Background: an optimization exercise with open tools, aiming at small area, a short achievable clock period and few clock cycles per item. Do not read the settings as production practice.
Power and IR drop assume default switching activity.

Setup of the baseline:
==> module order_no_counter, before the edit <==
module order_no_counter (
    input  logic                 clk,
    input  logic                 resetn,
    input  logic                 advance_i,
    output order_pkg::order_no_t order_no_o
);
    logic [4*5-1:0] bcd_q;
    logic [5-1:0]   carry;
    always_comb begin
        logic c;
        c = advance_i;
        carry[0] = c;
        for (int d = 1; d < 5; d++) begin
            c = c && (bcd_q[4*(d-1) +: 4] == 4'd9);
            carry[d] = c;
        end
    end
    always_ff @(posedge clk) begin
        if (!resetn) begin
            bcd_q <= '0;
        end else begin
            for (int d = 0; d < 5; d++) begin
                if (carry[d]) begin
                    bcd_q[4*d +: 4] <= (bcd_q[4*d +: 4] == 4'd9) ? 4'd0 : bcd_q[4*d +: 4] + 4'd1;
                end
            end
        end
    end
    logic [8*5-1:0] ascii;
    always_comb begin
        for (int d = 0; d < 5; d++) begin
            ascii[8*d +: 8] = {4'h3, bcd_q[4*d +: 4]};
        end
    end
    assign order_no_o = ascii;
endmodule
==> module top_payload_generator, before the edit <==
module top_payload_generator (
    input  logic                          clk,
    input  logic                          resetn,
    input  logic [15:0]                   session_id_i,
    input  logic [31:0]                   msg_seq_num_i,
    input  logic [4-1:0]            pe_valid_i,
    input  logic [4*(32 + 32 + 16 + 64)-1:0]   pe_order_i,
    output logic [4-1:0]            pe_ready_o,
    input  logic                          tready_i,
    output logic                          tvalid_o,
    output logic                          tlast_o,
    output logic [64-1:0]            tdata_o
);
    logic                 tvalid_q;
    logic                 tlast_q;
    logic [3:0]           bsel_q;
    logic [2:0][4-1:0] esel_q;
    stream_pkg::pe_idx_t  cur_q;       
    stream_pkg::pe_idx_t  nxt_q;       
    logic                 have_q;
    logic [4-1:0]   rdy_q;
    stream_pkg::beat_t    tdata_q, tdata_d;
    order_pkg::order_no_t order_no;
    logic                 ld;
    logic                 start;
    logic                 next0;       
    logic [4-1:0]   busy;
    logic [4-1:0]   cand;
    stream_pkg::pe_idx_t  pick;
    logic                 found;
    assign ld    = !tvalid_q || tready_i;
    assign start = ld && bsel_q[0] && (|esel_q[0]);
    assign next0 = ld ? (bsel_q[3] || (bsel_q[0] && !(|esel_q[0]))) : bsel_q[0];
    assign busy = esel_q[1] | esel_q[2] | rdy_q;
    assign cand = pe_valid_i & ~busy;
    always_comb begin
        found = 1'b0;
        pick  = cur_q;
        for (int k = 1; k <= 4; k++) begin
            if (!found && cand[stream_pkg::pe_idx_t'(cur_q + k)]) begin
                found = 1'b1;
                pick  = stream_pkg::pe_idx_t'(cur_q + k);
            end
        end
    end
    always_ff @(posedge clk) begin
        if (!resetn) begin
            tvalid_q <= 1'b0;
            tlast_q  <= 1'b0;
            bsel_q   <= 4'b0001;
            esel_q   <= '0;
            cur_q    <= '0;
            nxt_q    <= '0;
            have_q   <= 1'b0;
            rdy_q    <= '0;
        end else begin
            if (ld) begin
                tvalid_q  <= !bsel_q[0] || (|esel_q[0]);
                tlast_q   <= bsel_q[3];
                bsel_q[1] <= start;
                bsel_q[2] <= bsel_q[1];
                bsel_q[3] <= bsel_q[2];
                bsel_q[0] <= next0;
                esel_q[1] <= start ? esel_q[0] : '0;
                esel_q[2] <= esel_q[1];
                rdy_q     <= esel_q[2];
            end else begin
                rdy_q     <= '0;
            end
            for (int e = 0; e < 4; e++) begin
                esel_q[0][e] <= next0 && have_q && !start && nxt_q == stream_pkg::pe_idx_t'(e);
            end
            if (start) begin
                cur_q  <= nxt_q;
                have_q <= 1'b0;
            end else if (!have_q) begin
                have_q <= found;
                nxt_q  <= pick;
            end
        end
    end
    logic [4-1:0][64-1:0] eterm;
    for (genvar e = 0; e < 4; e++) begin : g_eng
        logic [(32 + 32 + 16 + 64)-1:0] o;
        assign o = pe_order_i[e*(32 + 32 + 16 + 64) +: (32 + 32 + 16 + 64)];
        assign eterm[e] = ({64{esel_q[0][e]}} & {16'h0,
                                                 5'b0, o[138], 1'b0, o[136],
                                                 6'b0, ~o[128], o[128],
                                                 32'h0})
                        | ({64{esel_q[1][e]}} & {o[111:80], o[79:64],
                                                 6'b0, ~o[120], o[120],
                                                 5'b0, o[114], o[112], o[112]})
                        | ({64{esel_q[2][e]}} & o[63:0]);
    end
    assign tdata_d = ({64{bsel_q[0]}} & {session_id_i, 8'h30, 8'h30, msg_seq_num_i})
                   | ({64{bsel_q[1]}} & {32'h0, 16'h0, 8'h30, 8'h30})
                   | ({64{bsel_q[3]}} & {order_no, 24'd0})
                   | eterm[0] | eterm[1] | eterm[2] | eterm[3];
    always_ff @(posedge clk) begin
        if (ld) tdata_q <= tdata_d;
    end
    order_no_counter u_order_no (
        .clk        (clk),
        .resetn     (resetn),
        .advance_i  (ld && bsel_q[3]),
        .order_no_o (order_no)
    );
    assign tvalid_o   = tvalid_q;
    assign tlast_o    = tlast_q;
    assign tdata_o    = tdata_q;
    assign pe_ready_o = rdy_q;
endmodule
==> flow/config.mk <==
export PLATFORM = sky130hd
export DESIGN_NAME = top_payload_generator
export DESIGN_NICKNAME = top_payload_generator
export VERILOG_FILES = /design/flow/design.v
export SDC_FILE = /design/flow/constraint.sdc
export NUM_CORES = 4
export LEC_CHECK = 0
export CAP_MARGIN = 20
export CORE_AREA = 2.5 2.5 247.5 247.5
export DIE_AREA = 0 0 250 250
export SETUP_SLACK_MARGIN = 3.2
export SLEW_MARGIN = 20
==> flow/constraint.sdc <==
create_clock -name core_clock -period 5.0 [get_ports {clk}]
set_input_delay 1.0000 -clock core_clock [delete_from_list [all_inputs] [get_ports {clk}]]
set_output_delay 1.0000 -clock core_clock [all_outputs]
set_load 0.01 [all_outputs]
standard.sh (not shown) runs the stock make flow with config.mk's settings and CLKGATE_MAP_FILE= SYNTH_SCRIPT=/design/flow/synth_recipe.tcl, a recipe that flattens the netlist after the stock synthesis.
==> flow/flow/run.sh <==
#!/bin/bash
# The standard flow, with two changes: the port buffers are the smallest
# buffer cell, and the pins are placed in regions (flow/io.tcl, made by
# gen/io_gen.py) that keep each tdata_o bit next to the input bits feeding it.
export BUFFER_PORTS_ARGS="-buffer_cell sky130_fd_sc_hd__buf_1"
export IO_CONSTRAINTS="$PWD/flow/io.tcl"
bash standard.sh > standard.log 2>&1
Other scripts of this flow, unchanged in this note and not shown: flow/flow/io.tcl
Relative to the baseline, the following input files were edited for the candidate:
==> flow/design.v, changed modules only <==
module order_no_counter (
    input  logic                 clk,
    input  logic                 resetn,
    input  logic                 advance_i,
    output order_pkg::order_no_t order_no_o
);
    logic [4*5-1:0] bcd_q;
    logic [5-1:0]   nine_q;     
    logic [5-1:0]   step_q;     
    logic [5-1:0]   nine;
    logic [5-1:0]   step;
    always_comb begin
        logic c;
        c = 1'b1;
        for (int d = 0; d < 5; d++) begin
            nine[d] = bcd_q[4*d +: 4] == 4'd9;
            step[d] = c;
            c = c && nine[d];
        end
    end
    always_ff @(posedge clk) begin
        if (!resetn) begin
            bcd_q  <= '0;
            nine_q <= '0;
            step_q <= 'b1;
        end else begin
            nine_q <= nine;
            step_q <= step;
            for (int d = 0; d < 5; d++) begin
                if (advance_i && step_q[d]) begin
                    bcd_q[4*d +: 4] <= nine_q[d] ? 4'd0 : bcd_q[4*d +: 4] + 4'd1;
                end
            end
        end
    end
    logic [8*5-1:0] ascii;
    always_comb begin
        for (int d = 0; d < 5; d++) begin
            ascii[8*d +: 8] = {4'h3, bcd_q[4*d +: 4]};
        end
    end
    assign order_no_o = ascii;
endmodule
module top_payload_generator (
    input  logic                          clk,
    input  logic                          resetn,
    input  logic [15:0]                   session_id_i,
    input  logic [31:0]                   msg_seq_num_i,
    input  logic [4-1:0]            pe_valid_i,
    input  logic [4*(32 + 32 + 16 + 64)-1:0]   pe_order_i,
    output logic [4-1:0]            pe_ready_o,
    input  logic                          tready_i,
    output logic                          tvalid_o,
    output logic                          tlast_o,
    output logic [64-1:0]            tdata_o
);
    logic                 tvalid_q;
    logic                 tlast_q;
    logic [3:0]           bsel_q;
    logic [2:0][4-1:0] esel_q;
    stream_pkg::pe_idx_t  cur_q;       
    stream_pkg::pe_idx_t  nxt_q;       
    logic                 have_q;
    logic [4-1:0]   rdy_q;
    stream_pkg::beat_t    tdata_q, tdata_d;
    order_pkg::order_no_t order_no;
    logic                 ld;
    logic                 start;
    logic                 next0;       
    logic [4-1:0]   busy;
    logic [4-1:0]   cand;
    stream_pkg::pe_idx_t  pick;
    logic                 found;
    assign ld    = !tvalid_q || tready_i;
    assign start = ld && bsel_q[0] && (|esel_q[0]);
    assign next0 = ld ? (bsel_q[3] || (bsel_q[0] && !(|esel_q[0]))) : bsel_q[0];
    assign busy = esel_q[1] | esel_q[2] | rdy_q;
    assign cand = pe_valid_i & ~busy;
    always_comb begin
        found = 1'b0;
        pick  = cur_q;
        for (int k = 1; k <= 4; k++) begin
            if (!found && cand[stream_pkg::pe_idx_t'(cur_q + k)]) begin
                found = 1'b1;
                pick  = stream_pkg::pe_idx_t'(cur_q + k);
            end
        end
    end
    always_ff @(posedge clk) begin
        if (!resetn) begin
            tvalid_q <= 1'b0;
            tlast_q  <= 1'b0;
            bsel_q   <= 4'b0001;
            esel_q   <= '0;
            cur_q    <= '0;
            nxt_q    <= '0;
            have_q   <= 1'b0;
            rdy_q    <= '0;
        end else begin
            if (ld) begin
                tvalid_q  <= !bsel_q[0] || (|esel_q[0]);
                tlast_q   <= bsel_q[3];
                bsel_q[1] <= start;
                bsel_q[2] <= bsel_q[1];
                bsel_q[3] <= bsel_q[2];
                bsel_q[0] <= next0;
                esel_q[1] <= start ? esel_q[0] : '0;
                esel_q[2] <= esel_q[1];
                rdy_q     <= esel_q[2];
            end else begin
                rdy_q     <= '0;
            end
            for (int e = 0; e < 4; e++) begin
                esel_q[0][e] <= next0 && have_q && !start && nxt_q == stream_pkg::pe_idx_t'(e);
            end
            if (start) begin
                cur_q  <= nxt_q;
                have_q <= 1'b0;
            end else if (!have_q) begin
                have_q <= found;
                nxt_q  <= pick;
            end
        end
    end
    logic [3:0]              bs;
    logic [2:0][4-1:0] es;
    logic [4-1:0][64-1:0] eterm;
    assign bs = bsel_q & {4{ld}};
    assign es = esel_q & {3*4{ld}};
    for (genvar e = 0; e < 4; e++) begin : g_eng
        logic [(32 + 32 + 16 + 64)-1:0] o;
        assign o = pe_order_i[e*(32 + 32 + 16 + 64) +: (32 + 32 + 16 + 64)];
        assign eterm[e] = ({64{es[0][e]}} & {16'h0,
                                             5'b0, o[138], 1'b0, o[136],
                                             6'b0, ~o[128], o[128],
                                             32'h0})
                        | ({64{es[1][e]}} & {o[111:80], o[79:64],
                                             6'b0, ~o[120], o[120],
                                             5'b0, o[114], o[112], o[112]})
                        | ({64{es[2][e]}} & o[63:0]);
    end
    assign tdata_d = ({64{bs[0]}} & {session_id_i, 8'h30, 8'h30, msg_seq_num_i})
                   | ({64{bs[1]}} & {32'h0, 16'h0, 8'h30, 8'h30})
                   | ({64{bs[3]}} & {order_no, 24'd0})
                   | ({64{!ld}} & tdata_q)
                   | eterm[0] | eterm[1] | eterm[2] | eterm[3];
    always_ff @(posedge clk) begin
        tdata_q <= tdata_d;
    end
    order_no_counter u_order_no (
        .clk        (clk),
        .resetn     (resetn),
        .advance_i  (ld && bsel_q[3]),
        .order_no_o (order_no)
    );
    assign tvalid_o   = tvalid_q;
    assign tlast_o    = tlast_q;
    assign tdata_o    = tdata_q;
    assign pe_ready_o = rdy_q;
endmodule
==> comparison <==
- The candidate: all stages complete, timing, DRC and antenna checks passed
- The candidate reports its worst setup path endpoint as tdata_q[51] while the baseline reports u_order_no.bcd_q[6].
- From the baseline to the candidate the numbers moved as follows: routability congestion estimate from global placement +about 4.6%; final cell count without fillers increased by about 11% relative to the old numbers; adder and majority gate portion of the synthesized area increased 1.7 points; power share of the clock group saw a decrease; number of buffers added by the clock tree synthesis step has increased.
- The baseline ended up with sequential cells as its group drawing the most power; the candidate ended up with combinational cells.
- Register count in the candidate is higher than in the baseline.
- Of the two values seen for slowest stage cell on the critical path, sky130_fd_sc_hd__nor2b_4 was produced by the baseline and sky130_fd_sc_hd__nand2b_4 by the candidate.
- The candidate vs. the baseline: wire length reported by the detailed router shows an increase of about 50%; number of non-clock buffers in the layout shows an increase of 57; clock slew at the register clock pins of the worst setup and hold paths shows a reduction of 30 ps.
No run of this note included a check of the RTL's function; only the layout flow was run.

## re-timing with driven ports
The results above use ideal ports. As a check the final layouts listed here were re-extracted and re-timed, cells and wires unchanged.
Step 1, drivers: a clkbuf_16 drives clk and a buf_2 each remaining input, both assumed.
Step 2 adds t to the input delays and takes it off the output delays; t is the mean of the earliest and latest rising clock arrival at the registers after step 1. Input paths then give back, and output paths get back, about the clock's delay inside the block.
a / b / c = no drivers / after step 1 / after step 2; a / b = the first two.
run | t (ns) | slack for setup (ns) | worst setup path after step 2 | clock arrival spread, ns | slew at the worst register clock pin (ns)
the baseline | 0.439 | 3.057 / 3.018 / 2.644 | input to register | 0.021 / 0.021 | 0.10 / 0.10
the candidate | 0.522 | 2.934 / 2.934 / 2.412 | input to register | 0.014 / 0.014 | 0.07 / 0.07
After both steps every run listed still meets setup and hold. The setup slack of the candidate, which loses most, moves by 0.000 ns with the drivers and by -0.522 ns with both steps.
